What follows belongs to an exercise in optimizing a design on an open flow for small area, a short achievable clock period and few clock cycles; a production flow would make more cautious choices.
Only simulation tests tie the RTL to the original design; equivalence was not proved.

$ cat flow/design.v
module agu_tile_lane #(
  parameter int              AW        = 32,
  parameter int              IW        = 16,
  parameter int              LANE      = 0,
  parameter logic [AW-1:0]   NULL_ADDR = '1
) (
  input  logic [AW-1:0] base_i,
  input  logic [AW-1:0] idx0_i,
  input  logic [1:0]    shift_i,
  input  logic [IW-1:0] col_i,
  input  logic [IW-1:0] ecols_i,
  output logic [AW-1:0] addr_o,
  output logic          null_o
);
  logic [AW-1:0] idx;
  assign null_o = ({1'b0, col_i} + (IW+1)'(LANE)) >= {1'b0, ecols_i};
  assign idx    = idx0_i + AW'(LANE);
  assign addr_o = null_o ? NULL_ADDR : base_i + (idx << shift_i);
endmodule
module agu_tile_stream #(
  parameter int                    ADDR_WIDTH = 32,
  parameter int                    IDX_WIDTH  = 16,
  parameter int                    LANES      = 4,
  parameter int                    FIFO_DEPTH = 4,
  parameter logic [ADDR_WIDTH-1:0] NULL_ADDR  = '1
) (
  input  logic                  clk,
  input  logic                  rst,
  input  logic                  cfg_valid_i,
  output logic                  cfg_ready_o,
  input  logic [IDX_WIDTH-1:0]  mat_m_i, mat_k_i, mat_n_i,
  input  logic [IDX_WIDTH-1:0]  tm_i, tn_i, tk_i,
  input  logic [ADDR_WIDTH-1:0] base_a_i, base_b_i, base_c_i,
  input  logic [1:0]            elem_shift_i,
  input  logic                  tile_req_i,
  output logic                  tile_done_o,
  output logic                  all_tiles_done_o,
  output logic                  busy_o,
  output logic                  out_valid,
  input  logic                  out_ready,
  output logic [LANES*ADDR_WIDTH-1:0] out_addr,
  output logic [LANES-1:0]      out_null,
  output logic [1:0]            out_id,
  output logic                  out_last
);
  localparam int AW = ADDR_WIDTH;
  localparam int IW = IDX_WIDTH;
  localparam int PW = (FIFO_DEPTH > 1) ? $clog2(FIFO_DEPTH) : 1;
  localparam int CW = $clog2(FIFO_DEPTH + 1);
  typedef enum logic [2:0] {S_IDLE, S_WAIT, S_GEN_A, S_GEN_B, S_GEN_C, S_TEND, S_DONE} state_e;
  typedef struct packed {
    logic [LANES-1:0][AW-1:0] addr;
    logic [LANES-1:0]         nul;
    logic [1:0]               id;
    logic                     last;
  } beat_t;
  state_e state_q, state_d;
  logic [IW-1:0] m_q, k_q, n_q, tm_q, tn_q, tk_q;
  logic [AW-1:0] ba_q, bb_q, bc_q;
  logic [1:0]    sh_q;
  logic [IW-1:0] mo_q, no_q, ko_q, r_q, c_q;
  logic          cfg_acc, zero_cfg, gen, push, pop, last_pop;
  logic          col_end, row_end, seg_end, last_k, last_n, last_m, beat_last;
  logic [IW-1:0] rem_m, rem_n, rem_k, etm, etn, etk;
  logic [IW-1:0] rows, ecols, row_base, col_base, stride;
  logic [AW-1:0] base, idx0;
  logic [1:0]    id;
  logic [LANES-1:0][AW-1:0] lane_addr;
  logic [LANES-1:0]         lane_null;
  assign cfg_acc  = cfg_valid_i & cfg_ready_o;
  assign zero_cfg = (mat_m_i == '0) | (mat_k_i == '0) | (mat_n_i == '0) |
                    (tm_i == '0) | (tn_i == '0) | (tk_i == '0);
  assign rem_m  = m_q - mo_q;
  assign rem_n  = n_q - no_q;
  assign rem_k  = k_q - ko_q;
  assign etm    = (rem_m < tm_q) ? rem_m : tm_q;
  assign etn    = (rem_n < tn_q) ? rem_n : tn_q;
  assign etk    = (rem_k < tk_q) ? rem_k : tk_q;
  assign last_m = rem_m <= tm_q;
  assign last_n = rem_n <= tn_q;
  assign last_k = rem_k <= tk_q;
  always_comb begin
    rows = etm; ecols = etk; row_base = mo_q; col_base = ko_q; stride = k_q; base = ba_q; id = 2'b00;
    unique case (state_q)
      S_GEN_B: begin rows = etk; ecols = etn; row_base = ko_q; col_base = no_q;
                     stride = n_q; base = bb_q; id = 2'b01; end
      S_GEN_C: begin rows = etm; ecols = etn; row_base = mo_q; col_base = no_q;
                     stride = n_q; base = bc_q; id = 2'b10; end
      default: ;
    endcase
  end
  assign idx0 = (AW'(row_base) + AW'(r_q)) * AW'(stride) + AW'(col_base) + AW'(c_q);
  for (genvar l = 0; l < LANES; l++) begin : g_lane
    agu_tile_lane #(.AW(AW), .IW(IW), .LANE(l), .NULL_ADDR(NULL_ADDR)) u_lane (
      .base_i(base), .idx0_i(idx0), .shift_i(sh_q), .col_i(c_q), .ecols_i(ecols),
      .addr_o(lane_addr[l]), .null_o(lane_null[l]));
  end
  localparam int BW = LANES*AW + LANES + 3;
  logic [BW-1:0] fifo_q [FIFO_DEPTH];
  beat_t         head, beat_in;
  logic [PW-1:0] wp_q, rp_q;
  logic [CW-1:0] cnt_q;
  assign gen       = (state_q == S_GEN_A) | (state_q == S_GEN_B) | (state_q == S_GEN_C);
  assign push      = gen & (cnt_q < CW'(FIFO_DEPTH));
  assign col_end   = ({1'b0, c_q} + (IW+1)'(LANES)) >= {1'b0, ecols};
  assign row_end   = r_q == (rows - IW'(1));
  assign seg_end   = col_end & row_end;
  assign beat_last = seg_end & (((state_q == S_GEN_B) & ~last_k) | (state_q == S_GEN_C));
  assign beat_in   = {lane_addr, lane_null, id, beat_last};
  assign out_valid = (cnt_q != '0);
  assign head      = out_valid ? fifo_q[rp_q] : '0;
  assign out_addr  = head.addr;
  assign out_null  = head.nul;
  assign out_id    = head.id;
  assign out_last  = head.last;
  assign pop       = out_valid & out_ready;
  assign last_pop         = pop & head.last;
  always_ff @(posedge clk) if (push) fifo_q[wp_q] <= beat_in;
  always_ff @(posedge clk or posedge rst) begin
    if (rst) begin
      wp_q <= '0; rp_q <= '0; cnt_q <= '0;
    end else begin
      if (push) wp_q <= (wp_q == PW'(FIFO_DEPTH-1)) ? '0 : wp_q + PW'(1);
      if (pop)  rp_q <= (rp_q == PW'(FIFO_DEPTH-1)) ? '0 : rp_q + PW'(1);
      cnt_q <= cnt_q + CW'(push) - CW'(pop);
    end
  end
  always_ff @(posedge clk or posedge rst) begin
    if (rst) state_q <= S_IDLE;
    else     state_q <= state_d;
  end
  always_comb begin
    state_d = state_q;
    unique case (state_q)
      S_IDLE, S_DONE: if (cfg_acc) state_d = zero_cfg ? S_DONE : S_WAIT;
      S_WAIT:  if (tile_req_i)      state_d = S_GEN_A;
      S_GEN_A: if (push & seg_end)  state_d = S_GEN_B;
      S_GEN_B: if (push & seg_end)  state_d = last_k ? S_GEN_C : S_TEND;
      S_GEN_C: if (push & seg_end)  state_d = S_TEND;
      S_TEND:  if (last_pop)        state_d = (last_m & last_n & last_k) ? S_DONE : S_WAIT;
      default: state_d = S_IDLE;
    endcase
  end
  always_comb begin
    cfg_ready_o = 1'b0; busy_o = 1'b0; all_tiles_done_o = 1'b0; tile_done_o = 1'b0;
    unique case (state_q)
      S_IDLE:  cfg_ready_o = 1'b1;
      S_DONE:  begin cfg_ready_o = 1'b1; all_tiles_done_o = 1'b1; end
      S_TEND:  begin busy_o = 1'b1; tile_done_o = last_pop; end
      default: busy_o = 1'b1;
    endcase
  end
  always_ff @(posedge clk or posedge rst) begin
    if (rst) begin
      m_q <= '0; k_q <= '0; n_q <= '0; tm_q <= '0; tn_q <= '0; tk_q <= '0;
      ba_q <= '0; bb_q <= '0; bc_q <= '0; sh_q <= '0;
      mo_q <= '0; no_q <= '0; ko_q <= '0; r_q <= '0; c_q <= '0;
    end else begin
      if (cfg_acc) begin
        m_q <= mat_m_i; k_q <= mat_k_i; n_q <= mat_n_i;
        tm_q <= tm_i; tn_q <= tn_i; tk_q <= tk_i;
        ba_q <= base_a_i; bb_q <= base_b_i; bc_q <= base_c_i; sh_q <= elem_shift_i;
        mo_q <= '0; no_q <= '0; ko_q <= '0; r_q <= '0; c_q <= '0;
      end
      if (push) begin
        if (col_end) begin
          c_q <= '0;
          r_q <= row_end ? '0 : r_q + IW'(1);
        end else begin
          c_q <= c_q + IW'(LANES);
        end
      end
      if ((state_q == S_TEND) && last_pop) begin
        if (!last_k) ko_q <= ko_q + tk_q;
        else begin
          ko_q <= '0;
          if (!last_n) no_q <= no_q + tn_q;
          else begin
            no_q <= '0;
            if (!last_m) mo_q <= mo_q + tm_q;
          end
        end
      end
    end
  end
endmodule
$ cat flow/run.sh
#!/bin/bash
# synth_recipe.tcl (not shown) runs the flow's synth.tcl, then flattens the netlist and writes it again
# the make line also repeats each setting of config.mk as NAME=value (left out here)
make -C /OpenROAD-flow-scripts/flow DESIGN_CONFIG=/design/flow/config.mk WORK_HOME=/design/flow/orfs CLKGATE_MAP_FILE= SYNTH_SCRIPT=/design/flow/synth_recipe.tcl finish
$ cat flow/config.mk
export PLATFORM = sky130hd
export DESIGN_NAME = agu_tile_stream
export DESIGN_NICKNAME = agu_tile_stream
export VERILOG_FILES = /design/flow/design.v
export SDC_FILE = /design/flow/constraint.sdc
export NUM_CORES = 4
export LEC_CHECK = 0
export CAP_MARGIN = 20
export CORE_MARGIN = 2
export CORE_UTILIZATION = 40
export PLACE_DENSITY = 0.6
export SLEW_MARGIN = 20
$ cat flow/constraint.sdc
create_clock -name core_clock -period 13.5 [get_ports {clk}]
set_input_delay 2.7000 -clock core_clock [delete_from_list [all_inputs] [get_ports {clk}]]
set_output_delay 2.7000 -clock core_clock [all_outputs]
set_load 0.01 [all_outputs]
==> results.txt <==
==> stage by stage <==
stage / hold WS (ps) / util / setup TNS, ps / instance area, um^2
2_1_floorplan: 445 / - / 0 / 62400
3_3_place_gp: 456 / 0.442 / 0 / 68300
3_5_place_dp: 461 / 0.442 / -590 / 68300
4_1_cts: 476 / 0.463 / 0 / 71500
5_1_grt: 494 / 0.463 / -56.0 / 71600
6_report: 473 / 0.463 / 0 / 71600
==> cells in the final DEF, fill, tap and decap left out, drive strengths merged, types with 219 or more instances in the layout <==
master and n:
a21oi 264, nand2 1041, nor2 350, fa 249
clkdlybuf4s50 338, edfxtp 540, ha 451, inv 530
mux2i 219, o21ai 308, dfrtp 282
==> timing repair <==
| action | CTS | global route |
|---|---|---|
| setup endpoints to repair | 4 | 144 |
| gates resized for setup | 1 | 13 |
| pin swaps | 0 | 4 |
| setup buffers | 0 | 7 |
==> logic make-up (layout without fill, tap and decap cells) <==
| kind of cell | Yosys count | count (layout) | synth area share |
|---|---|---|---|
| simple gates | 2148 | 2148 | 0.158 |
| compound gates | 1093 | 1093 | 0.115 |
| flops | 822 | 822 | 0.373 |
| buf+inv | 804 | 1159 | 0.0489 |
| fa+ha+maj | 700 | 700 | 0.170 |
| mux | 369 | 369 | 0.0869 |
| xor+xnor | 337 | 337 | 0.0483 |
==> area by class of cell <==
class	count	area (um^2)	area share
flip-flops and latches	822	23300	0.325
well taps	2044	2560	0.0357
repair buffers	461	4330	0.0605
multi-input cells	4647	36300	0.507
clock buffers	118	2500	0.0349
clock inverters	57	681	0.00950
inverters	523	1970	0.0275
==> worst max-delay path, delay by kind of cell (launching register included) <==
kind / cells / cell delay (ps)
buf+inv: 6 / 470
compound gates: 20 / 3950
simple gates: 10 / 2090
mux: 2 / 360
fa+ha+maj: 9 / 3950
flops: 1 / 390
xor+xnor: 4 / 1110
==> registers in the layout (all words and copies together), names as in the netlist <==
register and count:
ba_q 32, bb_q 32, bc_q 32, c_q 14, cnt_q 3, fifo_q 540
k_q 16, ko_q 16, m_q 16, mo_q 16, n_q 16, no_q 16
r_q 16, rp_q 2, sh_q 2, state_q 3, tk_q 16, tm_q 16
tn_q 16, wp_q 2
==> layer usage <==
metal / global-route usage / share of wire
met1: 0.320 / 0.44
met2: 0.403 / 0.48
met3: 0.0296 / 0.050
met4: 0.0884 / 0.039
met5: 0 / 0.00012
==> path summary, 6_finish.rpt <==
| path | from | slack, ps | end |
|---|---|---|---|
| worst max register to register | state_q[2] | 850 | fifo_q[3][134] |
| max in group asynchronous | rst | 8750 | sh_q[1] |
| worst min register to register | bc_q[19] | 470 | bc_q[19] |
| worst min-delay path | bc_q[19] | 470 | bc_q[19] |
| min in group asynchronous | rst | 2490 | n_q[8] |
| worst max-delay path | state_q[2] | 850 | fifo_q[3][134] |
==> impl_results.md <==
* Ys async rst share at 0.343
* Final WS setup at 854 ps
* Largest stage delay on the critical path at 610 ps
* Critical Path Sink Type: flip-flop
* Status: no timing/DRC/antenna violations
* Setup WS pre-CTS at -148 ps
* Chip height at 399 um
* Top post-synthesis cells by count: nand2_1 (1041), edfxtp_1 (540), inv_1 (523), ha_1 (451), nor2_1 (348)
* Vias at 48000
* Antenna Nets Post-Route at 0
* Cell with the most instances after synthesis: nand2_1
* Final Hold Viols at 0
* Total Routing Usage GR at 0.241
* Iteration count of the initial detailed-routing pass at 6
* R2R depth at 51
* Hold path depth at 2
* IO Port Bufs at 338
* Die Span X at 399 um
* Vias/cell at 5.53
* HP Class: flip-flop to flip-flop
* Remaining DRCs at 0
* Post-DP HPWL at 147 mm
* Total gr overflow at 0
* Worst-path fanout max at 16
* Cells after Synth at 6273
* DR iter-0 viols at 3393
* First-pass GRT wire length at 293 mm
* Layout cells sized above 1 at 0.0800
* Hold Buf Count CTS at 0
* Predominant post-synthesis flop cell: edfxtp_1
* # setup viols final at 0
* Critical-path top delay cell: xor2_1
* Dpl cells at 8490
* Worst-margin pin slew at 1140 ps
* Fmax achieved at 0.0791 GHz
* Post-synthesis sequential area ratio at 0.373
* Synthesized Nets at 7172
* Ranking of synthesized cells by area: edfxtp_1 (26%), dfrtp_1 (11%), ha_1 (9.0%), fa_1 (8.0%), nand2_1 (6.3%)
* Final net count at 7447
* Data required time at the worst endpoint at 13950 ps
* Final Routed Wirelength at 192 mm
* Worst slew margin at 0.238
* Non-Filler Instances at 8672
* Post-synth top area cell: edfxtp_1
* Most numerous cell on the critical path: fa_1
* CTS sink cnt at 822
* Critical Path AT at 13100 ps
* Crit path kind: flip-flop to flip-flop
* Skew final at 59.8 ps
* CTS tree: done
* Clock slew at reported path FFs at 60 ps
* Post-route minimum period at 12650 ps
* # rows at 144
* Synthesis Warnings at 1
* Post-synth top area share at 0.260
* Max clock buf depth at 3
* Unique masters post-synth at 112
* Die area at 159000 um^2
* Core footprint at 155000 um^2
* Largest net degree at the start of global routing at 108
* Growth of design area from synthesis to finish at 14.8%
* Yosys reg bits at 822
* Slew Limit Fails at 0
* Syn_area_per_cell at 9.95 um^2
* Initial Util at 0.404
* Max Cap Viol at 0
* N_diodes at 0
* Antenna violations before repair at 3
* H-tree Lvls at 3
* CTS buffer count at 93
* Post-synth EDFFs at 540
* Io pins at 339
* Vias in the first global route at 48000
* Fillers at 14500
* Final period utilization at 0.937
* Root Buffer: clkbuf_16
* Later-pin clock latency in the skew report at 750 ps
* Post-synthesis cell area at 62400 um^2
* Gp weighted congestion at 0.957
* Wire per inst at 22.2 um
* Worst setup SP type: flip-flop
Testbench counts, summed over its fixed seeds: cycles 114,598.

[port drivers added, routing unchanged]
No port has a modelled driver above. Below, the same layout with a new extraction and two added sets of constraints.
Step 1: set_driving_cell puts a clkbuf_16 on clk and a buf_2 on each other input, an assumption about the parent block.
Step 2 times the ports against the registers' clock, not the clock port: input delays grow and output delays shrink by t, the midpoint of the rising clock arrivals with the driver on.
Three values: ideal ports, drivers, drivers and shift; two values: the first two.
t (ns): 0.793
setup WS [ns]: 0.854 / 0.854 / 0.854
slew at the worst register clock pin (ns): 0.07 / 0.07
worst slew at a driven data input, ns: 0.10
After both steps setup and hold are still met in this run. For this run, drivers alone change the setup slack by 0.000 ns; drivers and shift together by 0.000 ns.
